Background: an optimization exercise with open tools, aiming at small area. Do not read the settings as production practice.
Where RTL was checked, it was by simulation tests only, not by an equivalence proof against the original.
Only the layout flow was run in run 7; the RTL was not checked for function there.
Power is estimated from default activity; no workload was simulated.

--- design/flow/flow/run.sh ---
#!/bin/bash
# The standard layout, with every port buffered by the smallest buffer and
# a clock tree of small buffers without dummy loads.
set -euo pipefail
bash standard.sh \
  "BUFFER_PORTS_ARGS=-buffer_cell sky130_fd_sc_hd__buf_1" \
  "CTS_ARGS=-sink_clustering_enable -repair_clock_nets -dont_use_dummy_load -buf_list {sky130_fd_sc_hd__clkbuf_4 sky130_fd_sc_hd__clkbuf_8}" \
  GPL_KEEP_OVERFLOW=0 \
  finish > standard.log 2>&1
--- design/flow/standard.sh ---
#!/bin/bash
# synth_recipe.tcl (not shown) runs the flow's synth.tcl, then flattens the netlist and writes it again
# the make line also repeats each setting of config.mk as NAME=value (left out here)
make -C /OpenROAD-flow-scripts/flow DESIGN_CONFIG=/design/flow/config.mk WORK_HOME=/design/flow/orfs CLKGATE_MAP_FILE= SYNTH_SCRIPT=/design/flow/synth_recipe.tcl "${@:-finish}"
--- design/flow/config.mk ---
export PLATFORM = sky130hd
export DESIGN_NAME = pipeline_cpu
export DESIGN_NICKNAME = pipeline_cpu
export VERILOG_FILES = /design/flow/design.v
export SDC_FILE = /design/flow/constraint.sdc
export NUM_CORES = 4
export LEC_CHECK = 0
export CAP_MARGIN = 20
export CORE_MARGIN = 2
export CORE_UTILIZATION = 40
export SLEW_MARGIN = 20
--- design/flow/constraint.sdc ---
create_clock -name core_clock -period 6.5 [get_ports {clock}]
set_input_delay 1.3000 -clock core_clock [delete_from_list [all_inputs] [get_ports {clock}]]
set_output_delay 1.3000 -clock core_clock [all_outputs]
set_load 0.01 [all_outputs]
--- design/flow/design.v ---
`default_nettype none
package cpu_pkg;
    localparam logic [4:0] OP_RTYPE = 5'd0;
    localparam logic [4:0] OP_J     = 5'd1;
    localparam logic [4:0] OP_BNE   = 5'd2;
    localparam logic [4:0] OP_JAL   = 5'd3;
    localparam logic [4:0] OP_JR    = 5'd4;
    localparam logic [4:0] OP_ADDI  = 5'd5;
    localparam logic [4:0] OP_BLT   = 5'd6;
    localparam logic [4:0] OP_SW    = 5'd7;
    localparam logic [4:0] OP_LW    = 5'd8;
    localparam logic [4:0] ALU_ADD = 5'd0;
    localparam logic [4:0] ALU_SUB = 5'd1;
    localparam logic [4:0] ALU_AND = 5'd2;
    localparam logic [4:0] ALU_OR  = 5'd3;
    localparam logic [4:0] ALU_SLL = 5'd4;
    localparam logic [4:0] ALU_SRA = 5'd5;
endpackage
`default_nettype wire
`default_nettype none
module pipeline_cpu (
    input  logic        clock,
    input  logic        arst_n,
    output logic [31:0] address_imem,
    input  logic [31:0] q_imem,
    output logic [31:0] address_dmem,
    output logic [31:0] data_dmem,
    output logic        wren,
    input  logic [31:0] q_dmem,
    output logic        ctrl_write_enable,
    output logic [4:0]  ctrl_write_reg,
    output logic [4:0]  ctrl_read_reg_a,
    output logic [4:0]  ctrl_read_reg_b,
    output logic [31:0] data_write_reg,
    input  logic [31:0] data_read_reg_a,
    input  logic [31:0] data_read_reg_b
);
    localparam int SEG_W = 8;
    localparam int NSEG  = 32 / SEG_W;
    localparam logic [1:0] S_EX = 2'd0;
    localparam logic [1:0] S_SH = 2'd1;
    localparam logic [1:0] S_PC = 2'd2;
    localparam logic [1:0] S_X2 = 2'd3;
    logic [1:0]  st;
    logic [4:0]  cnt;
    logic [31:0] pc;
    logic [31:0] res;
    logic        taken;
    logic [NSEG-1:1] cy_q;
    logic [4:0] op, rd, rs, rt, shamt, func;
    assign op    = q_imem[31:27];
    assign rd    = q_imem[26:22];
    assign rs    = q_imem[21:17];
    assign rt    = q_imem[16:12];
    assign shamt = q_imem[11:7];
    assign func  = q_imem[6:2];
    logic rtype, i_j, i_bne, i_jal, i_jr, i_addi, i_blt, i_sw, i_lw;
    assign rtype  = (op == cpu_pkg::OP_RTYPE);
    assign i_j    = (op == cpu_pkg::OP_J);
    assign i_bne  = (op == cpu_pkg::OP_BNE);
    assign i_jal  = (op == cpu_pkg::OP_JAL);
    assign i_jr   = (op == cpu_pkg::OP_JR);
    assign i_addi = (op == cpu_pkg::OP_ADDI);
    assign i_blt  = (op == cpu_pkg::OP_BLT);
    assign i_sw   = (op == cpu_pkg::OP_SW);
    assign i_lw   = (op == cpu_pkg::OP_LW);
    logic f_add, f_sub, f_and, f_or, f_shift, f_zero;
    assign f_add   = rtype && (func == cpu_pkg::ALU_ADD);
    assign f_sub   = rtype && (func == cpu_pkg::ALU_SUB);
    assign f_and   = rtype && (func == cpu_pkg::ALU_AND);
    assign f_or    = rtype && (func == cpu_pkg::ALU_OR);
    assign f_shift = rtype && (func == cpu_pkg::ALU_SLL || func == cpu_pkg::ALU_SRA);
    assign f_zero  = rtype && (func > cpu_pkg::ALU_SRA);
    logic is_branch, uses_adder, writes_reg;
    assign is_branch  = i_bne | i_blt;
    assign uses_adder = rtype | i_addi | i_lw | i_sw | is_branch | i_jal;
    assign writes_reg = rtype | i_addi | i_lw | i_jal;
    assign ctrl_read_reg_a = rs;
    assign ctrl_read_reg_b = rtype ? rt : rd;
    logic [31:0] pa, pb;
    assign pa = data_read_reg_a;
    assign pb = data_read_reg_b;
    logic last;
    assign last = (cnt[1:0] == 2'(NSEG - 1));
    assign address_imem      = pc;
    assign address_dmem      = res;
    assign data_dmem         = pb;
    assign data_write_reg    = res;
    assign ctrl_write_reg    = i_jal ? 5'd31 : rd;
    assign ctrl_write_enable = (st == S_PC) && (cnt[1:0] == 2'd0) && writes_reg &&
                               (i_jal || rd != 5'd0);
    assign wren              = (st == S_PC) && (cnt[1:0] == 2'd0) && i_sw;
    logic a_pa, a_pc, b_pb, b_and, b_or, b_inv, b_imm, b_tgt, b_ld, cin;
    always_comb begin
        a_pa  = 1'b0;
        a_pc  = 1'b0;
        b_pb  = 1'b0;
        b_and = 1'b0;
        b_or  = 1'b0;
        b_inv = 1'b0;
        b_imm = 1'b0;
        b_tgt = 1'b0;
        b_ld  = 1'b0;
        cin   = 1'b0;
        if (st == S_EX) begin
            if (i_jal) begin
                a_pc = 1'b1;
                cin  = 1'b1;
            end else if (!f_and && !f_zero) begin
                a_pa = 1'b1;
            end
            if (f_add || f_sub || is_branch) b_pb = 1'b1;
            if (f_sub || is_branch) begin
                b_inv = 1'b1;
                cin   = 1'b1;
            end
            if (f_and) b_and = 1'b1;
            if (f_or)  b_or  = 1'b1;
            if (i_addi || i_lw || i_sw) b_imm = 1'b1;
        end else if (st == S_X2 && i_lw) begin
            b_ld = 1'b1;
        end else begin
            if (i_jr) begin
                b_pb = 1'b1;
            end else if (i_j || i_jal) begin
                b_tgt = 1'b1;
            end else begin
                a_pc = 1'b1;
                cin  = 1'b1;
                if (is_branch && taken) b_imm = 1'b1;
            end
        end
    end
    logic [31:0] imm_s, tgt, opa, opb, pb_keep;
    assign imm_s   = {{15{q_imem[16]}}, q_imem[16:0]};
    assign tgt     = {5'd0, q_imem[26:0]};
    assign pb_keep = {32{b_pb}} | ({32{b_and}} & pa) | ({32{b_or}} & ~pa);
    assign opa     = ({32{a_pa}} & pa) | ({32{a_pc}} & pc);
    assign opb     = (pb_keep & (pb ^ {32{b_inv}})) | ({32{b_imm}} & imm_s) | ({32{b_tgt}} & tgt) |
                     ({32{b_ld}} & q_dmem);
    logic [32:0] c;
    logic [31:0] sum;
    genvar i;
    generate
        for (i = 0; i < 32; i = i + 1) begin : g_add
            logic ci;
            if (i == 0) begin : g_c0
                assign ci = cin;
            end else if (i % SEG_W == 0) begin : g_cs
                assign ci = cy_q[i / SEG_W];
            end else begin : g_cr
                assign ci = c[i];
            end
            assign sum[i]  = opa[i] ^ opb[i] ^ ci;
            assign c[i+1]  = (opa[i] & opb[i]) | (ci & (opa[i] ^ opb[i]));
        end
    endgenerate
    assign c[0] = cin;
    logic new_insn, cy_clr;
    assign new_insn = (st == S_PC) && last;
    assign cy_clr   = new_insn || (st == S_EX && last);
    always_ff @(posedge clock or negedge arst_n) begin
        if (!arst_n) begin
            cy_q <= '0;
        end else begin
            for (int k = 1; k < NSEG; k++) cy_q[k] <= c[k * SEG_W] && !cy_clr;
        end
    end
    logic eq, lt_rs_rd, br_taken;
    assign eq       = (res == 32'd0);
    assign lt_rs_rd = (pa[31] != pb[31]) ? pa[31] : res[31];
    assign br_taken = i_bne ? !eq : (!lt_rs_rd && !eq);
    logic [4:0]  sh_next;
    logic        sh4;
    logic [31:0] shv;
    assign sh4     = (cnt[4:2] != 3'd0);
    assign sh_next = sh4 ? {cnt[4:2] - 3'd1, cnt[1:0]} : {3'd0, cnt[1:0] - 2'd1};
    always_comb begin
        if (!func[0]) shv = sh4 ? {res[27:0], 4'd0} : {res[30:0], 1'b0};
        else          shv = sh4 ? {{4{res[31]}}, res[31:4]} : {res[31], res[31:1]};
    end
    always_ff @(posedge clock or negedge arst_n) begin
        if (!arst_n) begin
            st  <= S_EX;
            cnt <= 5'd0;
            pc  <= 32'd0;
        end else begin
            case (st)
                S_EX: begin
                    if (f_shift && shamt != 5'd0) begin
                        st  <= S_SH;
                        cnt <= shamt;
                    end else if (f_shift || !uses_adder || last) begin
                        st  <= (is_branch || i_lw) ? S_X2 : S_PC;
                        cnt <= 5'd0;
                    end else begin
                        cnt[1:0] <= cnt[1:0] + 2'd1;
                    end
                end
                S_SH: begin
                    if (sh_next == 5'd0) begin
                        st  <= S_PC;
                        cnt <= 5'd0;
                    end else begin
                        cnt <= sh_next;
                    end
                end
                S_X2: begin
                    st <= S_PC;
                end
                default: begin
                    if (last) begin
                        st  <= S_EX;
                        cnt <= 5'd0;
                        pc  <= sum;
                    end else begin
                        cnt[1:0] <= cnt[1:0] + 2'd1;
                    end
                end
            endcase
        end
    end
    always_ff @(posedge clock) begin
        if (st == S_SH) res <= shv;
        else            res <= sum;
        if (st == S_X2) taken <= br_taken;
    end
endmodule
`default_nettype wire
==> results of run 1 <==
==> area by class of cell <==
| class | count | area, um2 | area share |
|---|---|---|---|
| well taps | 220 | 275 | 0.0355 |
| multi-input cells | 566 | 4230 | 0.547 |
| clock buffers | 9 | 124 | 0.0160 |
| repair buffers | 293 | 1320 | 0.170 |
| flip-flops and latches | 75 | 1730 | 0.224 |
| inverters | 18 | 67.6 | 0.00872 |
==> timing repair <==
action                     CTS  global route
pin swaps                    0             2
setup endpoints to repair    8            10
resized for setup            2             7
setup buffers                0             6
==> per-layer routing <==
layer / share of wire / routed length [um] / GRT usage
met2: 0.48 / 11900 / 0.457
met1: 0.43 / 10600 / 0.384
met5: 0 / 0 / 0
met3: 0.083 / 2080 / 0.0502
met4: 0.013 / 330 / 0.0668
==> cells by family (layout without fill, tap and decap cells) <==
| logic type | count (synthesis) | after routing |
|---|---|---|
| fa+ha+maj | 33 | 33 |
| buf+inv | 145 | 320 |
| simple gates | 260 | 260 |
| mux | 32 | 32 |
| flops | 75 | 75 |
| xor+xnor | 34 | 34 |
| compound gates | 207 | 207 |
==> cells in the mapped netlist, types with 7 or more instances <==
library cell  instances  share of area
nand2b_1              8         0.0075
buf_2                10         0.0075
dfxtp_1              31          0.092
clkbuf_1             40          0.022
and3_1                9         0.0084
o2111ai_1             7         0.0091
xnor2_1              34          0.044
and2_1                7         0.0065
a22oi_1              34          0.038
nand2_1             143          0.080
a21o_1               10          0.011
mux4_2               26          0.087
nor2_1               48          0.027
a22o_1               14          0.018
o21ai_0              58          0.043
nor4_1               10         0.0093
buf_4                69          0.077
fa_1                 31          0.092
o211ai_1             11          0.012
buf_1                 7         0.0039
dfrtp_1              42           0.16
inv_1                18          0.010
a21oi_1              35          0.026
nor3_1                7         0.0052
a221oi_1             13          0.017
==> through the flow <==
stage                     setup TNS [ps]  setup WS, ps
final                                  0           291
after global routing               -27.0         -27.0
after CTS                              0          17.8
after detailed placement           -6960          -676
after global placement           -280240         -5320
after floorplan                        0           192
==> power breakdown <==
part / internal (mW) / switching [mW]
registers: 0.681 / 0.330
logic: 0.700 / 0.951
clock network: 0.124 / 0.171
==> registers in the layout, summed over array words and instances (netlist names) <==
signal	cells
pc	32
res	32
cnt	5
cy_q	3
st	2
taken	1
==> final timing paths <==
check | from | endpoint | depth (start not counted)
worst max-delay path | q_imem[27] | res[31]$_DFFE_PP_ | 17
worst min-delay path | pc[16]$_DFFE_PN0P_ | pc[16]$_DFFE_PN0P_ | 2
worst max register to register | st[1]$_DFFE_PN0P_ | res[31]$_DFFE_PP_ | 18
worst min register to register | pc[16]$_DFFE_PN0P_ | pc[16]$_DFFE_PN0P_ | 2
max in group asynchronous | arst_n | pc[12]$_DFFE_PN0P_ | 2
min in group asynchronous | arst_n | cnt[1]$_DFFE_PN0P_ | 1
==> worst max-delay path: stages <==
cell	delay, ps
buf_1	360
nor4b_2	440
a21oi_1	210
nor3_4	540
buf_6	250
a22oi_1	120
fa_1	410
fa_1	460
fa_1	460
fa_1	450
inv_1	100
fa_1	220
fa_1	220
fa_1	240
a221oi_1	100
or4_1	490
nand3_1	90
==> results_dict.tcl, run 1 <==
set metrics [dict create \
    status "complete, no violations" \
    setup_viol 0 \
    synthFlopType "dfrtp_1" \
    slew_violations 0 \
    finalCritPeriodShare 0.955 \
    antenna_left 0 \
    drt-vias-per-instance 5.69 \
    gr-total-overflow 0 \
    dpl.hpwl_um 19400 \
    cts_max_level 3 \
    hold_path.class "register to register" \
    grtUsageTotal 0.279 \
    finalInstanceArea_um2 7750 \
    die_x_um 134 \
    gp_congestion 0.862 \
    grt_pass1_wl_um 37600 \
    p_per_area_nw_per_um2 382 \
    clock-sinks 75 \
    yosysSeqAreaShare 0.258 \
    synthMuxAreaShare 0.0971 \
    insertion_delay_ps 370 \
    regToRegSetupSlack_ps 820 \
    die-area_um2 17800 \
    cts-root-buf "clkbuf_8" \
    path_max_fanout 12 \
    ir_worst_vdd_uv 143 \
    ys_warn_count 1 \
    antenna_found_initial 0 \
    grt_pass1_vias 6242 \
    synth_edf_count 2 \
    synthAdderAreaFrac 0.0961 \
    placed_cell_area_um2 7550 \
    clk_path_buf_depth 2 \
    synth-xor-area-share 0.0443 \
    synth_simple_gate_area_share 0.176 \
    cts_tree "done" \
    die_h_um 134 \
    maxCapViolations 0 \
    slew_headroom 0.301 \
    wl_per_cell_um 21.1 \
    synth_nets 949 \
    io-pin-count 275 \
    fin_util 0.469 \
    arrival_ps 6450 \
    layout_commonest_cell "buf_1" \
    fin_worst_skew_ps 15.8 \
    worstSetupPathType "primary input to register" \
    synth_top_family_by_area "compound AO/OA/AOI/OAI gates" \
    antennaDiodeCount 0 \
    critPathRequiredTime_ps 6740 \
    core-area_um2 16500 \
    async_reset_ff_frac 0.560 \
    hold_violations 0 \
    synth-compound-area-share 0.206 \
    synth-seq-cells 75 \
    drt-total-wl_um 25000 \
    fin_hold_ws_ps 512 \
    cp-start-kind "primary input" \
    ys_types 63 \
    hold_buffers 0 \
    drt_iter0_drc 578 \
    path_clk_slew_ps 80 \
    io_buffers 274 \
    netlist_area_um2 6720 \
    dr_total_vias 6721 \
    drc 0 \
    fp-row-count 47 \
    grt_start_max_net_pins 35 \
    cp-end-kind "register" \
    dr.pass1.iters 5 \
    avgSynthCellArea_um2 8.54 \
    layout_common_cells "271 x buf_1, 142 x nand2_1, 58 x o21ai_0" \
    worst_pin_slew_ps 1050 \
    clock.fmax_mhz 161 \
    min_period_ps 6210 \
    stdcell_count 1181 \
    p_total_mw 2.96 \
    numCtsBuffers 9 \
    dp.cells 1166 \
    drive_gt1_frac 0.0812 \
    leakagePower_nw 3.00 \
    area_growth_syn_to_layout_pct 15.4 \
    finalNetCount 1126 \
    n_fill_cell 1683 \
    postSynthCellCount 786 \
    initial_core_util 0.406 \
]
==> run 2, diff against run 1 <==
--- a/design/flow/flow/run.sh
+++ b/design/flow/flow/run.sh
@@ -7,3 +7,2 @@
   "CTS_ARGS=-sink_clustering_enable -repair_clock_nets -dont_use_dummy_load -buf_list {sky130_fd_sc_hd__clkbuf_4 sky130_fd_sc_hd__clkbuf_8}" \
-  GPL_KEEP_OVERFLOW=0 \
   finish > standard.log 2>&1
--- a/design/flow/config.mk
+++ b/design/flow/config.mk
@@ -10,2 +10,3 @@
 export CORE_UTILIZATION = 40
+export PLACE_DENSITY = 0.8
 export SLEW_MARGIN = 20
==> results_dict.tcl, run 2 <==
set metrics [dict create \
    status "complete, no violations" \
    critPathCapture "res[7]$_DFF_P_" \
    fin_hold_ws_ps 519 \
    die-area_um2 17800 \
    dr.pass1.iters 5 \
    n_fill_cell 1642 \
    clk_path_buf_depth 2 \
    cts-root-buf "clkbuf_8" \
    cp-end-kind "register" \
    cts_max_level 3 \
    setup_viol 0 \
    arrival_ps 6220 \
    critPathRequiredTime_ps 6750 \
    path_clk_slew_ps 70 \
    hold_buffers 0 \
    ys_types 63 \
    postSynthCellCount 786 \
    synthTopCellsByArea "dfrtp_1 16%, dfxtp_1 9.2%, fa_1 9.2%" \
    worst_pin_slew_ps 1130 \
    r2r_end "res[31]$_DFFE_PP_" \
    wl_per_cell_um 21.2 \
    synth.largest_area_cell "dfrtp_1" \
    cp-start-kind "primary input" \
    layout_commonest_cell "buf_1" \
    yosysTopAreaCellShare 0.157 \
    die_x_um 134 \
    numCtsBuffers 9 \
    path_depth 20 \
    startpoint "q_imem[28]" \
    fp-row-count 47 \
    cts_resized 0 \
    cp_common_cell "fa_1" \
    initial_core_util 0.406 \
    p_per_area_nw_per_um2 380 \
    drt-vias-per-instance 5.84 \
    antenna_found_initial 2 \
    io_buffers 274 \
    dpl.hpwl_um 19600 \
    synth_most_common_cell "nand2_1" \
    drt-total-wl_um 25300 \
    path_cells "buf_1 -> or4b_1 -> or3b_1 -> nand2_1 -> or2_1 -> buf_4 -> a22oi_1 -> o211ai_1 -> fa_1 -> inv_1 -> fa_1 -> fa_1 -> fa_1 -> fa_1 -> inv_1 -> fa_1 -> fa_1 -> fa_1 -> nand2_1 -> nand2_1" \
    synthFlopType "dfrtp_1" \
    drt_iter0_drc 729 \
    grt_pass1_wl_um 37800 \
    clock.fmax_mhz 168 \
    ys_warn_count 1 \
    grt_pass1_vias 6488 \
    clock-sinks 75 \
    area_growth_syn_to_layout_pct 14.7 \
    cts_tree "done" \
    r2r_start "st[1]$_DFFE_PN0P_" \
    reg2reg_depth 18 \
    regToRegSetupSlack_ps 1020 \
    place_ws_ps 186 \
    slew_headroom 0.247 \
    antenna_left 0 \
    rsz0062_at_grt "no" \
    fin_tns_setup_ps 0 \
    finalCritPeriodShare 0.918 \
    maxCapViolations 0 \
    ir_worst_vdd_uv 114 \
    layout_common_cells "272 x buf_1, 143 x nand2_1, 58 x o21ai_0" \
    avgSynthCellArea_um2 8.54 \
    path_max_fanout 9 \
    grt_start_max_net_pins 55 \
    cts_setup_buffers 0 \
    hold_path.class "register to register" \
    synth_edf_count 2 \
    core-area_um2 16500 \
    dr_total_vias 6973 \
    finalNetCount 1138 \
    die_h_um 134 \
    min_period_ps 5970 \
    leakagePower_nw 3.01 \
    fin_worst_skew_ps 25.4 \
    slew_violations 0 \
    worstSetupPathType "primary input to register" \
    gp_congestion 0.964 \
    setup_ws_ps 531 \
    async_reset_ff_frac 0.560 \
    synth_nets 949 \
    insertion_delay_ps 380 \
    io-pin-count 275 \
    yosysSeqAreaShare 0.258 \
    gr-total-overflow 0 \
    p_total_mw 2.93 \
    critPathMaxStageDelay_ps 550 \
    hold_violations 0 \
    critPathTopFamily "adder cells" \
    largestRegisters "pc x32, res x32, cnt x5" \
    drc 0 \
    critPathSlowestCell "or4b_1" \
    crit_buf_inv 4 \
    synth_common_cells "143 x nand2_1, 69 x buf_4, 58 x o21ai_0" \
    synth-seq-cells 75 \
    grtUsageTotal 0.279 \
    drive_gt1_frac 0.0863 \
    netlist_area_um2 6720 \
]
==> run 2: how the worst min path moves through the flow <==
stage,startpoint,to,slack (ps),cells past startpoint
2_1_floorplan,pc[0]$_DFFE_PN0P_,pc[0]$_DFFE_PN0P_,530,2
3_3_place_gp,pc[25]$_DFFE_PN0P_,pc[25]$_DFFE_PN0P_,490,2
3_5_place_dp,pc[20]$_DFFE_PN0P_,pc[20]$_DFFE_PN0P_,490,2
4_1_cts,pc[6]$_DFFE_PN0P_,pc[6]$_DFFE_PN0P_,520,2
5_1_grt,pc[6]$_DFFE_PN0P_,pc[6]$_DFFE_PN0P_,540,2
6_report,pc[5]$_DFFE_PN0P_,pc[5]$_DFFE_PN0P_,520,2
==> run 2: where the power goes <==
| group | switching, mW | leakage [nW] | internal [mW] | total (mW) |
|---|---|---|---|---|
| registers | 0.326 | 0.817 | 0.681 | 1.01 |
| logic | 0.945 | 2.13 | 0.689 | 1.63 |
| clock network | 0.165 | 0.0647 | 0.124 | 0.289 |
==> run 2: layout make-up <==
class | instances | area (um2) | share of cell area
Tap cell | 220 | 275 | 0.0357
Inverter | 18 | 67.6 | 0.00877
Clock buffer | 9 | 124 | 0.0161
Sequential cell | 75 | 1730 | 0.225
Timing Repair Buffer | 305 | 1300 | 0.169
Multi-Input combinational cell | 566 | 4200 | 0.545
Antenna cell | 2 | 5.00 | 0.000650
==> run 2: metal layers <==
| metal | GRT usage | vias to the layer above | part of all wire |
|---|---|---|---|
| met3 | 0.0632 | 66 | 0.097 |
| li1 | - | 3098 | - |
| met2 | 0.454 | 464 | 0.47 |
| met1 | 0.357 | 3345 | 0.40 |
| met4 | 0.122 | 0 | 0.037 |
| met5 | 0 | - | 0 |
==> run 2: worst reg2reg max path: cells and delay by family, from the launching register on <==
family | cells | cell delay, ps
flops | 1 | 620
simple gates | 6 | 1630
buf+inv | 2 | 310
fa+ha+maj | 6 | 2060
compound gates | 4 | 730
==> run 2: cell families after synthesis <==
family          Yosys count  synth area share
buf+inv                 145             0.123
fa+ha+maj                33            0.0961
xor+xnor                 34            0.0443
flops                    75             0.258
compound gates          207             0.206
simple gates            260             0.176
mux                      32            0.0971
==> run 2: through the flow <==
stage / area (um2) / instances / util
after floorplan: 6720 / 786 / -
after global placement: 7570 / 1184 / 0.458
after detailed placement: 7570 / 1184 / 0.458
after CTS: 7700 / 1193 / 0.466
after global routing: 7700 / 1194 / 0.466
final: 7700 / 1195 / 0.466
==> run 3, diff against run 2 <==
--- a/design/flow/config.mk
+++ b/design/flow/config.mk
@@ -9,4 +9,3 @@
 export CORE_MARGIN = 2
-export CORE_UTILIZATION = 40
-export PLACE_DENSITY = 0.8
+export CORE_UTILIZATION = 60
 export SLEW_MARGIN = 20
==> results_dict.tcl, run 3 <==
set metrics [dict create \
    drc 0 \
    largestRegisters "pc x32, res x32, cnt x5" \
    fin_worst_skew_ps 26.3 \
    critPathRequiredTime_ps 6730 \
    regToRegSetupSlack_ps 880 \
    fin_hold_ws_ps 510 \
    critPathSlowestCell "or4_1" \
    synth-xor-area-share 0.0443 \
    wl_per_cell_um 21.8 \
    drt-total-wl_um 24300 \
    critPathMaxStageDelay_ps 510 \
    hold_path.class "register to register" \
    async_reset_ff_frac 0.560 \
    ys_types 63 \
    p_clk_frac 0.097 \
    dpl.hpwl_um 18800 \
    leakagePower_nw 3.01 \
    synth_simple_gate_area_share 0.176 \
    hold_buffers 0 \
    synthTopCellsByArea "dfrtp_1 16%, dfxtp_1 9.2%, fa_1 9.2%" \
    hold_violations 0 \
    worstSetupPathType "primary input to register" \
    avgSynthCellArea_um2 8.54 \
    die-area_um2 12100 \
    yosysSeqAreaShare 0.258 \
    maxCapViolations 0 \
    synth_edf_count 2 \
    layout_commonest_cell "buf_1" \
    die_h_um 110 \
    core-area_um2 10900 \
    finalCritPeriodShare 0.930 \
    seq_power_share 0.335 \
    cts_tree "done" \
    p_sw_mw 1.46 \
    place_ws_ps 115 \
    dp.cells 1104 \
    die_x_um 110 \
    grtUsageTotal 0.403 \
    gp_congestion 1.02 \
    cp-end-kind "register" \
    area_growth_syn_to_layout_pct 13.0 \
    finalNetCount 1138 \
    p_per_area_nw_per_um2 391 \
    switching_share 0.492 \
    cts-root-buf "clkbuf_8" \
    min_from "pc[23]$_DFFE_PN0P_" \
    cts_resized 0 \
    layout_common_cells "272 x buf_1, 143 x nand2_1, 58 x o21ai_0" \
    worst_pin_slew_ps 1100 \
    status "complete, no violations" \
    drt_iter0_drc 1053 \
    path_max_fanout 23 \
    slew_headroom 0.268 \
    stdcell_count 1114 \
    gr-total-overflow 0 \
    synthFlopType "dfrtp_1" \
    initial_core_util 0.617 \
    netlist_area_um2 6720 \
    dr.pass1.iters 7 \
    io_buffers 274 \
    synth_top_family_by_area "compound AO/OA/AOI/OAI gates" \
    clk_path_buf_depth 2 \
    fp-row-count 38 \
    arrival_ps 6270 \
    holdPathStages 2 \
    synthAdderAreaFrac 0.0961 \
    grt_start_max_net_pins 55 \
    cts_max_level 3 \
    r2r_start "st[0]$_DFFE_PN0P_" \
    slew_violations 0 \
    synth-seq-cells 75 \
    path_clk_slew_ps 80 \
    synth-compound-area-share 0.206 \
    numCtsBuffers 9 \
    drt-vias-per-instance 6.38 \
    synth_nets 949 \
    clock-sinks 75 \
    grt_pass1_vias 6531 \
    synth_common_cells "143 x nand2_1, 69 x buf_4, 58 x o21ai_0" \
    synth.largest_area_cell "dfrtp_1" \
    rsz0062_at_grt "no" \
    p_int_mw 1.51 \
    path_cells "buf_1 -> buf_4 -> nor4_2 -> nor2b_1 -> buf_4 -> a21boi_2 -> buf_12 -> a22oi_1 -> fa_1 -> fa_1 -> fa_1 -> inv_1 -> fa_1 -> fa_1 -> fa_1 -> and2_1 -> a32o_1 -> or4_1 -> nand3_1" \
    clock.fmax_mhz 165 \
    fin_tns_setup_ps 0 \
    io-pin-count 275 \
    ys_warn_count 1 \
    grt_pass1_wl_um 36000 \
    cp_common_cell "fa_1" \
    min_period_ps 6040 \
    setup_viol 0 \
    dr_total_vias 7110 \
    synth_most_common_cell "nand2_1" \
    synthMuxAreaShare 0.0971 \
    insertion_delay_ps 370 \
    drive_gt1_frac 0.0863 \
    postSynthCellCount 786 \
    ir_worst_vdd_uv 378 \
    r2r_end "res[31]$_DFFE_PP_" \
    cts_setup_buffers 0 \
    setup_ws_ps 457 \
    whs_endpoint "pc[23]$_DFFE_PN0P_" \
    reg2reg_depth 18 \
    antenna_found_initial 1 \
    yosysTopAreaCellShare 0.157 \
    comb_power_share 0.568 \
    antenna_left 0 \
    cp-start-kind "primary input" \
]
-- run 3: cell counts after synthesis --
Identical to the previous run, type by type.
-- run 3: worst max-delay path, delay by kind of cell --
kind,cells,cell delay [ps]
AOI/OAI and AO/OA,3,570
adders and majority gates,6,2080
buffers and inverters,5,770
and+or+nand+nor,5,1550
-- run 3: power by group through the flow --
stage,clock (mW),combinational (mW),sequential (mW)
2_1_floorplan,0,1.08,0.966
3_5_place_dp,0,1.65,0.987
4_1_cts,0.287,1.66,0.978
5_1_grt,0.307,1.85,1.02
6_report,0.287,1.69,0.994
3_3_place_gp,0,1.63,0.975
-- run 3: logic make-up (layout without fill, tap and decap cells) --
kind of cell	count (synthesis)	count (layout)
AND/OR/NAND/NOR	260	260
AO/OA/AOI/OAI	207	207
buffers and inverters	145	332
flip-flops	75	75
XOR/XNOR	34	34
adder cells (fa/ha/maj)	33	33
multiplexers	32	32
other	0	1
-- run 3: cell type report --
type / count / area [um2]
diodes: 1 / 2.50
clock buffers: 9 / 124
fillers: 931 / 3300
inverters: 18 / 67.6
multi-input cells: 566 / 4200
flip-flops and latches: 75 / 1730
well taps: 140 / 175
repair buffers: 305 / 1290
-- run 3: worst max-delay path by stage --
stage | start | endpoint | slack (ps) | cells past startpoint
floorplan | q_imem[27] | pc[15]$_DFFE_PN0P_ | 190 | 19
global placement | q_imem[28] | res[15]$_DFF_P_ | 230 | 17
detailed placement | q_imem[28] | pc[15]$_DFFE_PN0P_ | 120 | 17
CTS | q_imem[28] | res[31]$_DFFE_PP_ | 490 | 19
global route | q_imem[28] | res[31]$_DFFE_PP_ | 170 | 19
finish | q_imem[28] | res[31]$_DFFE_PP_ | 460 | 19
-- run 3: layer usage --
metal	GRT usage	wire length, um
met1	0.527	9360
met2	0.644	11500
met3	0.0966	2580
met4	0.161	825
met5	0	0
-- run 3: stage by stage --
| step | power (mW) | util | instance area [um2] |
|---|---|---|---|
| after detailed placement | 2.64 | 0.685 | 7460 |
| after global routing | 3.17 | 0.697 | 7580 |
| final | 2.97 | 0.697 | 7590 |
| after global placement | 2.60 | 0.685 | 7460 |
| after CTS | 2.93 | 0.697 | 7580 |
| after floorplan | 2.05 | - | 6720 |
==> run 4, diff against run 3 <==
--- a/design/flow/config.mk
+++ b/design/flow/config.mk
@@ -9,3 +9,3 @@
 export CORE_MARGIN = 2
-export CORE_UTILIZATION = 60
+export CORE_UTILIZATION = 50
 export SLEW_MARGIN = 20
==> results_dict.tcl, run 4 <==
set metrics [dict create \
    status "complete, no violations" \
    ir_worst_vdd_uv 155 \
    dpl.hpwl_um 18900 \
    whs_endpoint "pc[28]$_DFFE_PN0P_" \
    comb_power_share 0.568 \
    initial_core_util 0.509 \
    io_buffers 274 \
    area_growth_syn_to_layout_pct 13.9 \
    postSynthCellCount 786 \
    n_fill_cell 1279 \
    finalCritPeriodShare 0.915 \
    io-pin-count 275 \
    startpoint "q_imem[27]" \
    clock.fmax_mhz 168 \
    insertion_delay_ps 360 \
    grt_pass1_vias 6420 \
    p_clk_frac 0.097 \
    hold_buffers 0 \
    drc 0 \
    cts-root-buf "clkbuf_8" \
    maxCapViolations 0 \
    synthFlopType "dfrtp_1" \
    synth.largest_area_cell "dfrtp_1" \
    gr-total-overflow 0 \
    drt-total-wl_um 23700 \
    yosysSeqAreaShare 0.258 \
    synth_most_common_cell "nand2_1" \
    slew_violations 0 \
    worstSetupPathType "primary input to register" \
    grtUsageTotal 0.329 \
    cts_tree "done" \
    fin_hold_ws_ps 511 \
    grt_start_max_net_pins 55 \
    drt-vias-per-instance 5.87 \
    ys_types 63 \
    fin_worst_skew_ps 31.2 \
    antennaDiodeCount 0 \
    p_per_area_nw_per_um2 385 \
    rsz0062_at_grt "no" \
    critPathRequiredTime_ps 6720 \
    slew_headroom 0.238 \
    wl_per_cell_um 20.6 \
    layout_common_cells "272 x buf_1, 143 x nand2_1, 58 x o21ai_0" \
    setup_viol 0 \
    min_from "pc[28]$_DFFE_PN0P_" \
    synthTopCellsByArea "dfrtp_1 16%, dfxtp_1 9.2%, fa_1 9.2%" \
    min_period_ps 5950 \
    grt_pass1_wl_um 36000 \
    leakagePower_nw 3.02 \
    cp-end-kind "register" \
    fp-row-count 42 \
    yosysTopAreaCellShare 0.157 \
    largestRegisters "pc x32, res x32, cnt x5" \
    switching_share 0.489 \
    arrival_ps 6160 \
    netlist_area_um2 6720 \
    ys_warn_count 1 \
    synth_nets 949 \
    fin_tns_setup_ps 0 \
    async_reset_ff_frac 0.560 \
    drive_gt1_frac 0.0891 \
    dr_total_vias 6766 \
    r2r_end "pc[7]$_DFFE_PN0P_" \
    synth-seq-cells 75 \
    numCtsBuffers 9 \
    finalNetCount 1141 \
    cts_setup_buffers 0 \
    cp-start-kind "primary input" \
    hold_path.class "register to register" \
    gp_congestion 0.977 \
    cts_resized 0 \
    placed_cell_area_um2 7520 \
    die_h_um 120 \
    hold_violations 0 \
    worst_pin_slew_ps 1140 \
    die-area_um2 14400 \
    path_max_fanout 22 \
    antenna_left 0 \
    die_x_um 120 \
    synth_common_cells "143 x nand2_1, 69 x buf_4, 58 x o21ai_0" \
    drt_iter0_drc 677 \
    r2r_start "st[0]$_DFFE_PN0P_" \
    synth_edf_count 2 \
    holdPathStages 2 \
    p_sw_mw 1.44 \
    finalInstanceArea_um2 7650 \
    path_clk_slew_ps 70 \
    core-area_um2 13200 \
    p_int_mw 1.50 \
    antenna_found_initial 1 \
    clk_path_buf_depth 2 \
    seq_power_share 0.335 \
    regToRegSetupSlack_ps 1050 \
    dr.pass1.iters 5 \
    avgSynthCellArea_um2 8.54 \
    clock-sinks 75 \
    layout_commonest_cell "buf_1" \
    reg2reg_depth 20 \
    cts_max_level 3 \
]
[run 4: cell counts after synthesis]
Identical to the previous run, type by type.
[run 4: power by group through the flow]
stage | Clock [mW] | Combinational [mW] | Sequential (mW)
floorplan | 0 | 1.08 | 0.966
detailed placement | 0 | 1.65 | 0.987
global route | 0.308 | 1.82 | 1.01
global placement | 0 | 1.63 | 0.979
finish | 0.285 | 1.67 | 0.985
CTS | 0.290 | 1.65 | 0.977
[run 4: worst max-delay path by stage]
stage	endpoint	cells past startpoint
after floorplan	pc[15]$_DFFE_PN0P_	19
after global placement	res[15]$_DFF_P_	17
after detailed placement	res[15]$_DFF_P_	17
after CTS	res[23]$_DFF_P_	21
after global routing	res[23]$_DFF_P_	21
final	res[31]$_DFFE_PP_	19
[run 4: per-stage QoR]
stage | total power, mW | utilization | worst slack (ps) | std cells
3_3_place_gp | 2.61 | 0.568 | 220 | 1142
5_1_grt | 3.14 | 0.580 | 140 | 1152
2_1_floorplan | 2.05 | - | 192 | 786
3_5_place_dp | 2.63 | 0.570 | 164 | 1143
6_report | 2.94 | 0.580 | 553 | 1152
4_1_cts | 2.92 | 0.580 | 561 | 1152
[run 4: kinds of logic (layout without fill, tap and decap cells)]
family	after synthesis	after routing	synth area share
mux	32	32	0.0971
fa+ha+maj	33	33	0.0961
xor+xnor	34	34	0.0443
simple gates	260	260	0.176
compound gates	207	207	0.206
buf+inv	145	335	0.123
flops	75	75	0.258
[run 4: cell type report]
type                       instances  area (um2)  area share
timing repair buffer             308        1310       0.171
inverter                          18        67.6     0.00884
tap                              176         220      0.0288
sequential                        75        1730       0.226
multi-input combinational        566        4200       0.549
clock buffer                       9         124      0.0162
[run 4: routing by layer]
metal,part of all wire,track usage
met5,0.00055,0
met4,0.031,0.123
met3,0.099,0.102
met2,0.47,0.531
met1,0.39,0.417
[run 4: worst max-delay path, cell delays in order]
cell and delay [ps]:
buf_1 80, buf_4 160, nor4_2 470, nor2b_1 310, buf_4 230, a21boi_2 110, buf_4 230, a22oi_1 200
fa_1 240, fa_1 220, fa_1 180, inv_1 60, fa_1 450, fa_1 460, fa_1 460, and2_1 150
a32o_1 240, or4_1 500, nand3_1 90
==> run 5, diff against run 4 <==
--- a/design/flow/config.mk
+++ b/design/flow/config.mk
@@ -9,3 +9,3 @@
 export CORE_MARGIN = 2
-export CORE_UTILIZATION = 50
+export CORE_UTILIZATION = 40
 export SLEW_MARGIN = 20
==> results_dict.tcl, run 5 <==
set metrics [dict create \
    status "complete, no violations" \
    ys_types 63 \
    antenna_left 0 \
    dr_total_vias 6778 \
    drc 0 \
    grt_pass1_vias 6160 \
    io-pin-count 275 \
    worst_pin_slew_ps 1020 \
    synth_most_common_cell "nand2_1" \
    cts_tree "done" \
    layout_common_cells "272 x buf_1, 143 x nand2_1, 58 x o21ai_0" \
    critPathRequiredTime_ps 6770 \
    p_total_mw 2.95 \
    die-area_um2 17800 \
    synth_nets 949 \
    postSynthCellCount 786 \
    p_per_area_nw_per_um2 384 \
    drt_iter0_drc 588 \
    synth_edf_count 2 \
    die_x_um 134 \
    slew_violations 0 \
    clock.fmax_mhz 166 \
    die_h_um 134 \
    gr-total-overflow 0 \
    path_clk_slew_ps 80 \
    hold_violations 0 \
    fp-row-count 47 \
    initial_core_util 0.406 \
    synth.largest_area_cell "dfrtp_1" \
    ir_worst_vdd_uv 140 \
    largestRegisters "pc x32, res x32, cnt x5" \
    hold_path.class "register to register" \
    hold_buffers 0 \
    synth_common_cells "143 x nand2_1, 69 x buf_4, 58 x o21ai_0" \
    fin_worst_skew_ps 16.4 \
    maxCapViolations 0 \
    cts-root-buf "clkbuf_8" \
    slew_headroom 0.317 \
    drt-total-wl_um 25300 \
    cts_setup_buffers 0 \
    netlist_area_um2 6720 \
    drt-vias-per-instance 5.69 \
    fin_tns_setup_ps 0 \
    setup_viol 0 \
    insertion_delay_ps 390 \
    fin_util 0.465 \
    drive_gt1_frac 0.0855 \
    yosysSeqAreaShare 0.258 \
    area_growth_syn_to_layout_pct 14.3 \
    clk_path_buf_depth 2 \
    avgSynthCellArea_um2 8.54 \
    min_period_ps 6020 \
    antenna_found_initial 1 \
    grtUsageTotal 0.282 \
    core-area_um2 16500 \
    io_buffers 274 \
    rsz0062_at_grt "no" \
    wl_per_cell_um 21.2 \
    cp-end-kind "register" \
    worstSetupPathType "primary input to register" \
    yosysTopAreaCellShare 0.157 \
    numCtsBuffers 9 \
    ys_warn_count 1 \
    gp_congestion 0.894 \
    finalCritPeriodShare 0.926 \
    layout_commonest_cell "buf_1" \
    dpl.hpwl_um 19500 \
    path_max_fanout 16 \
    antennaDiodeCount 0 \
    synth-seq-cells 75 \
    grt_start_max_net_pins 55 \
    arrival_ps 6290 \
    synthTopCellsByArea "dfrtp_1 16%, dfxtp_1 9.2%, fa_1 9.2%" \
    clock-sinks 75 \
    synthFlopType "dfrtp_1" \
    dr.pass1.iters 5 \
    finalNetCount 1136 \
    async_reset_ff_frac 0.560 \
    leakagePower_nw 3.00 \
    grt_pass1_wl_um 37900 \
    cp-start-kind "primary input" \
    cts_resized 0 \
    cts_max_level 3 \
]
[run 5: path summary, 6_finish.rpt]
path                                         start            endpoint  slack [ps]  depth (start not counted)
worst max register to register   st[1]$_DFFE_PN0P_     res[23]$_DFF_P_        1060                         19
min in group asynchronous                   arst_n  cnt[0]$_DFFE_PN0P_        1020                          2
max in group asynchronous                   arst_n  pc[19]$_DFFE_PN0P_        5050                          2
worst max-delay path                    q_imem[31]      res[7]$_DFF_P_         480                         20
worst min register to register  pc[14]$_DFFE_PN0P_  pc[14]$_DFFE_PN0P_         520                          2
worst min-delay path            pc[14]$_DFFE_PN0P_  pc[14]$_DFFE_PN0P_         520                          2
[run 5: cells by family after synthesis]
kind of cell,share of synthesized area
flops,0.258
simple gates,0.176
fa+ha+maj,0.0961
buf+inv,0.123
xor+xnor,0.0443
mux,0.0971
compound gates,0.206
[run 5: power breakdown]
group	internal, mW	switching (mW)
registers	0.681	0.334
clock network	0.124	0.176
logic	0.687	0.945
total	1.49	1.45
[run 5: final cells by class]
cell class,instances,area (um2)
multi-input combinational,566,4200
tap,220,275
timing repair buffer,303,1280
fill,1684,8850
clock buffer,9,124
inverter,18,67.6
sequential,75,1730
[run 5: through the flow]
step	setup WS [ps]	cell area (um2)	instances	hold slack, ps
floorplan	192	6720	786	532
global placement	181	7550	1182	492
detailed placement	68.8	7550	1182	505
CTS	473	7670	1191	520
global route	192	7680	1191	555
finish	483	7680	1191	516
[run 5: layer usage]
| layer | up-vias | wire [um] | global-route usage | share of wire |
|---|---|---|---|---|
| met5 | - | 13 | 0 | 0.00051 |
| met1 | 3283 | 10900 | 0.400 | 0.43 |
| li1 | 3095 | - | - | - |
| met3 | 29 | 1950 | 0.0495 | 0.077 |
| met4 | 2 | 436 | 0.0757 | 0.017 |
| met2 | 369 | 12000 | 0.448 | 0.47 |
[run 5: worst max-delay path, stage by stage]
cell and delay (ps):
buf_1 140, or4b_1 620, or3b_1 400, nand2_1 90
or2_1 190, buf_12 170, a22oi_1 110, o211ai_1 130
fa_1 210, inv_1 60, fa_1 450, fa_1 460
fa_1 460, fa_1 440, inv_1 90, fa_1 210
fa_1 220, fa_1 420, nand2_1 70, nand2_1 60
==> run 6, diff against run 5 <==
==> design/flow/flow/run.sh (replaced) <==
#!/bin/bash
# The standard layout, with every port buffered by the smallest buffer and
# a clock tree of small buffers without dummy loads.
set -euo pipefail
bash standard.sh \
  "BUFFER_PORTS_ARGS=-buffer_cell sky130_fd_sc_hd__buf_1" \
  "CTS_ARGS=-sink_clustering_enable -repair_clock_nets -dont_use_dummy_load -sink_clustering_size 20 -sink_clustering_max_diameter 100 -buf_list {sky130_fd_sc_hd__clkbuf_8}" \
  finish > standard.log 2>&1
==> results_dict.tcl, run 6 <==
set metrics [dict create \
    status "complete, no violations" \
    hold_path.class "register to register" \
    fp-row-count 47 \
    slew_headroom 0.317 \
    async_reset_ff_frac 0.560 \
    p_clk_frac 0.102 \
    finalNetCount 1136 \
    slew_violations 0 \
    synthTopCellsByArea "dfrtp_1 16%, dfxtp_1 9.2%, fa_1 9.2%" \
    setup_ws_ps 483 \
    p_per_area_nw_per_um2 384 \
    die_x_um 134 \
    synth_most_common_cell "nand2_1" \
    path_cells "buf_1 -> or4b_1 -> or3b_1 -> nand2_1 -> or2_1 -> buf_12 -> a22oi_1 -> o211ai_1 -> fa_1 -> inv_1 -> fa_1 -> fa_1 -> fa_1 -> fa_1 -> inv_1 -> fa_1 -> fa_1 -> fa_1 -> nand2_1 -> nand2_1" \
    critPathTopFamily "adder cells" \
    critPathRequiredTime_ps 6770 \
    crit_buf_inv 4 \
    ir_worst_vdd_uv 140 \
    grt_start_max_net_pins 55 \
    hold_violations 0 \
    layout_common_cells "272 x buf_1, 143 x nand2_1, 58 x o21ai_0" \
    p_int_mw 1.49 \
    drt-vias-per-instance 5.69 \
    grtUsageTotal 0.282 \
    die-area_um2 17800 \
    synthFlopType "dfrtp_1" \
    comb_power_share 0.554 \
    synth_common_cells "143 x nand2_1, 69 x buf_4, 58 x o21ai_0" \
    synth_edf_count 2 \
    p_sw_mw 1.45 \
    cts_max_level 3 \
    placed_cell_area_um2 7550 \
    fin_worst_skew_ps 16.4 \
    drive_gt1_frac 0.0855 \
    drt-total-wl_um 25300 \
    cts_tree "done" \
    avgSynthCellArea_um2 8.54 \
    ys_warn_count 1 \
    hold_buffers 0 \
    io_buffers 274 \
    yosysTopAreaCellShare 0.157 \
    antennaDiodeCount 0 \
    postSynthCellCount 786 \
    setup_viol 0 \
    layout_commonest_cell "buf_1" \
    insertion_delay_ps 390 \
    maxCapViolations 0 \
    synth_nets 949 \
    min_period_ps 6020 \
    finalInstanceArea_um2 7680 \
    path_clk_slew_ps 80 \
    antenna_left 0 \
    leakagePower_nw 3.00 \
    critPathSlowestCell "or4b_1" \
    clock-sinks 75 \
    cts_resized 0 \
    switching_share 0.494 \
    netlist_area_um2 6720 \
    area_growth_syn_to_layout_pct 14.3 \
    clock.fmax_mhz 166 \
    die_h_um 134 \
    clk_path_buf_depth 2 \
    antenna_found_initial 1 \
    dr_total_vias 6778 \
    path_max_fanout 16 \
    cp_common_cell "fa_1" \
    gr-total-overflow 0 \
    cp-end-kind "register" \
    grt_pass1_vias 6160 \
    seq_power_share 0.344 \
    grt_pass1_wl_um 37900 \
    wl_per_cell_um 21.2 \
    finalCritPeriodShare 0.926 \
    cp-start-kind "primary input" \
    worst_pin_slew_ps 1020 \
    n_fill_cell 1684 \
    drc 0 \
    fin_tns_setup_ps 0 \
    dpl.hpwl_um 19500 \
    synth-seq-cells 75 \
    cts-root-buf "clkbuf_8" \
    critPathMaxStageDelay_ps 620 \
    largestRegisters "pc x32, res x32, cnt x5" \
    numCtsBuffers 9 \
    worstSetupPathType "primary input to register" \
    dr.pass1.iters 5 \
    cts_setup_buffers 0 \
    synth.largest_area_cell "dfrtp_1" \
    io-pin-count 275 \
    gp_congestion 0.894 \
    arrival_ps 6290 \
    core-area_um2 16500 \
    drt_iter0_drc 588 \
    initial_core_util 0.406 \
    yosysSeqAreaShare 0.258 \
    rsz0062_at_grt "no" \
    place_ws_ps 68.8 \
    ys_types 63 \
]
run 6: cell counts in the layout (fill, tap and decap cells not counted):
No cell type changed its count.
run 6: cell type report:
type / instances / area, um2 / area share
Tap cell: 220 / 275 / 0.0359
Sequential cell: 75 / 1730 / 0.226
Timing Repair Buffer: 303 / 1280 / 0.166
Inverter: 18 / 67.6 / 0.00880
Clock buffer: 9 / 124 / 0.0161
Multi-Input combinational cell: 566 / 4200 / 0.547
run 6: final timing paths:
path / cells past startpoint / start / slack, ps / end
max: 20 / q_imem[31] / 480 / res[7]$_DFF_P_
min: 2 / pc[14]$_DFFE_PN0P_ / 520 / pc[14]$_DFFE_PN0P_
max reg2reg: 19 / st[1]$_DFFE_PN0P_ / 1060 / res[23]$_DFF_P_
min reg2reg: 2 / pc[14]$_DFFE_PN0P_ / 520 / pc[14]$_DFFE_PN0P_
max in group asynchronous: 2 / arst_n / 5050 / pc[19]$_DFFE_PN0P_
min in group asynchronous: 2 / arst_n / 1020 / cnt[0]$_DFFE_PN0P_
run 6: kinds of logic (layout without fill, tap and decap cells):
| logic type | count (synthesis) | count (layout) | share of synthesized area |
|---|---|---|---|
| and+or+nand+nor | 260 | 260 | 0.176 |
| AOI/OAI and AO/OA | 207 | 207 | 0.206 |
| buffers and inverters | 145 | 330 | 0.123 |
| DFF | 75 | 75 | 0.258 |
| xor gates and xnor gates | 34 | 34 | 0.0443 |
| adders and majority gates | 33 | 33 | 0.0961 |
| muxes | 32 | 32 | 0.0971 |
run 6: power groups by stage:
stage / Sequential (mW) / Clock [mW] / Combinational [mW]
3_3_place_gp: 1.01 / 0 / 1.59
4_1_cts: 1.01 / 0.300 / 1.62
5_1_grt: 1.05 / 0.319 / 1.79
2_1_floorplan: 0.966 / 0 / 1.08
6_report: 1.01 / 0.300 / 1.63
3_5_place_dp: 1.02 / 0 / 1.61
run 6: worst reg2reg max path: stages, from the launching register on:
cell,delay [ps]
dfrtp_1,630
or2_2,480
or3b_1,200
nand2_1,60
or2_1,290
buf_12,180
a221oi_1,490
fa_1,250
inv_1,50
fa_1,400
inv_1,90
fa_1,200
fa_1,210
fa_1,170
inv_1,50
fa_1,440
fa_1,470
fa_1,570
nand2_1,50
nand2_1,80
run 6: stage by stage:
| step | std cells | total power, mW | util | hold WS [ps] |
|---|---|---|---|---|
| 6_report | 1191 | 2.95 | 0.465 | 516 |
| 5_1_grt | 1191 | 3.16 | 0.465 | 555 |
| 4_1_cts | 1191 | 2.92 | 0.464 | 520 |
| 3_5_place_dp | 1182 | 2.62 | 0.457 | 505 |
| 3_3_place_gp | 1182 | 2.61 | 0.457 | 492 |
| 2_1_floorplan | 786 | 2.05 | - | 532 |
run 6: layer usage:
| metal | track usage | vias up | routed length (um) |
|---|---|---|---|
| met4 | 0.0757 | 2 | 436 |
| li1 | - | 3095 | - |
| met3 | 0.0495 | 29 | 1950 |
| met1 | 0.400 | 3283 | 10900 |
| met2 | 0.448 | 369 | 12000 |
| met5 | 0 | - | 13 |
==> run 7, diff against run 6 <==
--- a/design/flow/design.v
+++ b/design/flow/design.v
@@ -92,3 +92,12 @@
     assign wren              = (st == S_PC) && (cnt[1:0] == 2'd0) && i_sw;
-    logic a_pa, a_pc, b_pb, b_and, b_or, b_inv, b_imm, b_tgt, b_ld, cin;
+    logic [4:0]  sh_next;
+    logic        sh4;
+    logic [31:0] shv;
+    assign sh4     = (cnt[4:2] != 3'd0);
+    assign sh_next = sh4 ? {cnt[4:2] - 3'd1, cnt[1:0]} : {3'd0, cnt[1:0] - 2'd1};
+    always_comb begin
+        if (!func[0]) shv = sh4 ? {res[27:0], 4'd0} : {res[30:0], 1'b0};
+        else          shv = sh4 ? {{4{res[31]}}, res[31:4]} : {res[31], res[31:1]};
+    end
+    logic a_pa, a_pc, b_pb, b_and, b_or, b_inv, b_imm, b_tgt, b_ld, b_sh, cin;
     always_comb begin
@@ -103,2 +112,3 @@
         b_ld  = 1'b0;
+        b_sh  = 1'b0;
         cin   = 1'b0;
@@ -121,2 +131,4 @@
             b_ld = 1'b1;
+        end else if (st == S_SH) begin
+            b_sh = 1'b1;
         end else begin
@@ -139,3 +151,3 @@
     assign opb     = (pb_keep & (pb ^ {32{b_inv}})) | ({32{b_imm}} & imm_s) | ({32{b_tgt}} & tgt) |
-                     ({32{b_ld}} & q_dmem);
+                     ({32{b_ld}} & q_dmem) | ({32{b_sh}} & shv);
     logic [32:0] c;
@@ -172,11 +184,2 @@
     assign br_taken = i_bne ? !eq : (!lt_rs_rd && !eq);
-    logic [4:0]  sh_next;
-    logic        sh4;
-    logic [31:0] shv;
-    assign sh4     = (cnt[4:2] != 3'd0);
-    assign sh_next = sh4 ? {cnt[4:2] - 3'd1, cnt[1:0]} : {3'd0, cnt[1:0] - 2'd1};
-    always_comb begin
-        if (!func[0]) shv = sh4 ? {res[27:0], 4'd0} : {res[30:0], 1'b0};
-        else          shv = sh4 ? {{4{res[31]}}, res[31:4]} : {res[31], res[31:1]};
-    end
     always_ff @(posedge clock or negedge arst_n) begin
@@ -223,4 +226,3 @@
     always_ff @(posedge clock) begin
-        if (st == S_SH) res <= shv;
-        else            res <= sum;
+        res <= sum;
         if (st == S_X2) taken <= br_taken;
==> design/flow/flow/run.sh (replaced) <==
#!/bin/bash
# The standard layout, with every port buffered by the smallest buffer and
# a clock tree of small buffers without dummy loads.
set -euo pipefail
bash standard.sh \
  "BUFFER_PORTS_ARGS=-buffer_cell sky130_fd_sc_hd__buf_1" \
  "CTS_ARGS=-sink_clustering_enable -repair_clock_nets -dont_use_dummy_load -buf_list {sky130_fd_sc_hd__clkbuf_4 sky130_fd_sc_hd__clkbuf_8}" \
  finish > standard.log 2>&1
==> results_dict.tcl, run 7 <==
set metrics [dict create \
    status "complete, no violations" \
    cts_setup_buffers 0 \
    die_x_um 134 \
    cp_common_cell "fa_1" \
    synth-compound-area-share 0.196 \
    antennaDiodeCount 0 \
    ys_warn_count 1 \
    dp.cells 1165 \
    fp-row-count 47 \
    leakagePower_nw 3.18 \
    synth_simple_gate_area_share 0.110 \
    cp-start-kind "primary input" \
    wl_per_cell_um 21.8 \
    synthTopCellsByArea "dfrtp_1 15%, dfxtp_1 9.4%, fa_1 9.1%" \
    cts_resized 0 \
    worstSetupPathType "primary input to register" \
    clk_path_buf_depth 2 \
    async_reset_ff_frac 0.560 \
    critPathRequiredTime_ps 6750 \
    hold_path.class "register to register" \
    p_clk_frac 0.100 \
    reg2reg_depth 19 \
    area_growth_syn_to_layout_pct 16.6 \
    synthAdderAreaFrac 0.0985 \
    comb_power_share 0.546 \
    synthMuxAreaShare 0.122 \
    clock-sinks 75 \
    rsz0062_at_grt "no" \
    clock.fmax_mhz 161 \
    dr_total_vias 6699 \
    layout_commonest_cell "buf_1" \
    cts_max_level 3 \
    io-pin-count 275 \
    numCtsBuffers 9 \
    arrival_ps 6450 \
    holdPathStages 2 \
    finalNetCount 1121 \
    netlist_area_um2 6810 \
    critPathMaxStageDelay_ps 620 \
    r2r_end "pc[7]$_DFFE_PN0P_" \
    r2r_start "cnt[2]$_DFFE_PN0P_" \
    dpl.hpwl_um 20100 \
    grt_start_max_net_pins 53 \
    regToRegSetupSlack_ps 910 \
    postSynthCellCount 740 \
    drt-total-wl_um 25600 \
    synth.largest_area_cell "dfrtp_1" \
    placed_cell_area_um2 7810 \
    critPathSlowestCell "or4b_1" \
    fin_worst_skew_ps 29.1 \
    whs_endpoint "pc[4]$_DFFE_PN0P_" \
    antenna_found_initial 1 \
    yosysTopAreaCellShare 0.154 \
    avgSynthCellArea_um2 9.20 \
    n_fill_cell 1711 \
    finalCritPeriodShare 0.953 \
    io_buffers 274 \
    setup_viol 0 \
    worst_pin_slew_ps 1100 \
    switching_share 0.484 \
    die-area_um2 18100 \
    min_from "pc[4]$_DFFE_PN0P_" \
    stdcell_count 1174 \
    path_max_fanout 7 \
    drt-vias-per-instance 5.71 \
    p_per_area_nw_per_um2 375 \
    ys_types 63 \
    synth_edf_count 1 \
    min_period_ps 6200 \
    synth_top_family_by_area "compound AO/OA/AOI/OAI gates" \
    drive_gt1_frac 0.134 \
    initial_core_util 0.411 \
    p_int_mw 1.54 \
    synth-xor-area-share 0.0860 \
    layout_common_cells "272 x buf_1, 56 x nand2_1, 55 x buf_4" \
    dr.pass1.iters 5 \
    gp_congestion 0.892 \
    synth_common_cells "70 x buf_4, 56 x nand2_1, 49 x o21ai_0" \
    p_total_mw 2.98 \
    synthFlopType "dfrtp_1" \
    maxCapViolations 0 \
    hold_buffers 0 \
    insertion_delay_ps 390 \
    ir_worst_vdd_uv 169 \
    path_cells "buf_1 -> or4b_1 -> a21oi_4 -> xor2_1 -> a21boi_0 -> fa_1 -> fa_1 -> fa_1 -> fa_1 -> fa_1 -> inv_1 -> fa_1 -> inv_1 -> fa_1 -> inv_1 -> fa_1 -> mux2_2" \
    hold_violations 0 \
    slew_headroom 0.269 \
    fin_tns_setup_ps 0 \
    drc 0 \
    synth-seq-cells 75 \
    p_sw_mw 1.44 \
    antenna_left 0 \
    seq_power_share 0.355 \
    drt_iter0_drc 754 \
    cp-end-kind "register" \
    core-area_um2 16600 \
    gr-total-overflow 0 \
    grt_pass1_vias 6400 \
    path_clk_slew_ps 100 \
    synth_nets 905 \
    finalInstanceArea_um2 7940 \
    cts_tree "done" \
    yosysSeqAreaShare 0.253 \
    cts-root-buf "clkbuf_8" \
    grt_pass1_wl_um 38100 \
    synth_most_common_cell "buf_4" \
    die_h_um 134 \
    fin_hold_ws_ps 521 \
    slew_violations 0 \
    grtUsageTotal 0.282 \
    largestRegisters "pc x32, res x32, cnt x5" \
]
==> run 7: worst max-delay path by stage <==
stage / endpoint / cells past startpoint / startpoint
2_1_floorplan: pc[31]$_DFFE_PN0P_ / 18 / q_imem[2]
3_3_place_gp: pc[15]$_DFFE_PN0P_ / 20 / q_imem[30]
3_5_place_dp: pc[23]$_DFFE_PN0P_ / 17 / q_imem[30]
4_1_cts: pc[23]$_DFFE_PN0P_ / 17 / q_imem[30]
5_1_grt: pc[31]$_DFFE_PN0P_ / 18 / q_imem[28]
6_report: pc[23]$_DFFE_PN0P_ / 17 / q_imem[30]
==> run 7: kinds of logic (layout without fill, tap and decap cells) <==
logic type | Yosys count | count (layout)
flops | 75 | 75
compound gates | 197 | 197
xor+xnor | 66 | 66
mux | 52 | 52
simple gates | 148 | 148
fa+ha+maj | 35 | 35
buf+inv | 167 | 381
==> run 7: worst max-delay path: cells and delay by family <==
kind	cells	cell delay (ps)
compound gates	2	430
xor+xnor	1	170
fa+ha+maj	8	3240
buf+inv	4	410
mux	1	270
simple gates	1	620
==> run 7: power by group through the flow <==
stage          Combinational (mW)  Sequential, mW  Clock (mW)
3_3_place_gp                 1.61            1.06           0
5_1_grt                      1.79            1.09       0.317
4_1_cts                      1.63            1.05       0.304
3_5_place_dp                 1.62            1.06           0
2_1_floorplan                1.13           0.989           0
6_report                     1.63            1.06       0.296
==> run 7: area by class of cell <==
cell class | count | area, um2 | area share
Multi-Input combinational cell | 498 | 4200 | 0.529
Timing Repair Buffer | 330 | 1470 | 0.185
Tap cell | 220 | 275 | 0.0347
Inverter | 42 | 158 | 0.0198
Sequential cell | 75 | 1720 | 0.217
Clock buffer | 9 | 124 | 0.0156
==> run 7: routing by layer <==
metal	wire [um]	part of all wire	vias up	GRT usage
li1	-	-	3018	-
met1	10400	0.40	3244	0.380
met2	12200	0.48	387	0.450
met3	2320	0.091	48	0.0586
met4	727	0.028	2	0.103
met5	13	0.00051	-	0
==> run 7: through the flow <==
step	worst slack [ps]	util
finish	303	0.479
floorplan	39.4	-
global placement	-19.2	0.471
detailed placement	-92.9	0.471
CTS	298	0.479
global route	9.39	0.479

==> re-timing with driven ports <==
The flow's constraints put no driver on any port. The routed layouts listed below were extracted and timed again, unchanged, in two steps. Step 1 assumes that a clkbuf_16 drives the clock port and a buf_2 every other input. Step 2 also shifts input and output timing later by t, the mid clock arrival at the registers, as if the neighbouring blocks saw the same clock. Three values: ideal ports, drivers, drivers and shift; two values: the first two.
run | t (ns) | slack for setup (ns) | worst setup path after step 2
run 1 | 0.402 | 0.291 / 0.298 / -0.104 | input to register
run 2 | 0.401 | 0.531 / 0.542 / 0.141 | input to register
run 3 | 0.397 | 0.457 / 0.473 / 0.075 | input to register
run 4 | 0.386 | 0.553 / 0.570 / 0.184 | input to register
run 5 | 0.419 | 0.483 / 0.500 / 0.081 | input to register
run 6 | 0.419 | 0.483 / 0.500 / 0.081 | input to register
run 7 | 0.417 | 0.303 / 0.325 / -0.092 | input to register
Met with ideal ports but missed after step 2: setup timing in run 1 and run 7.
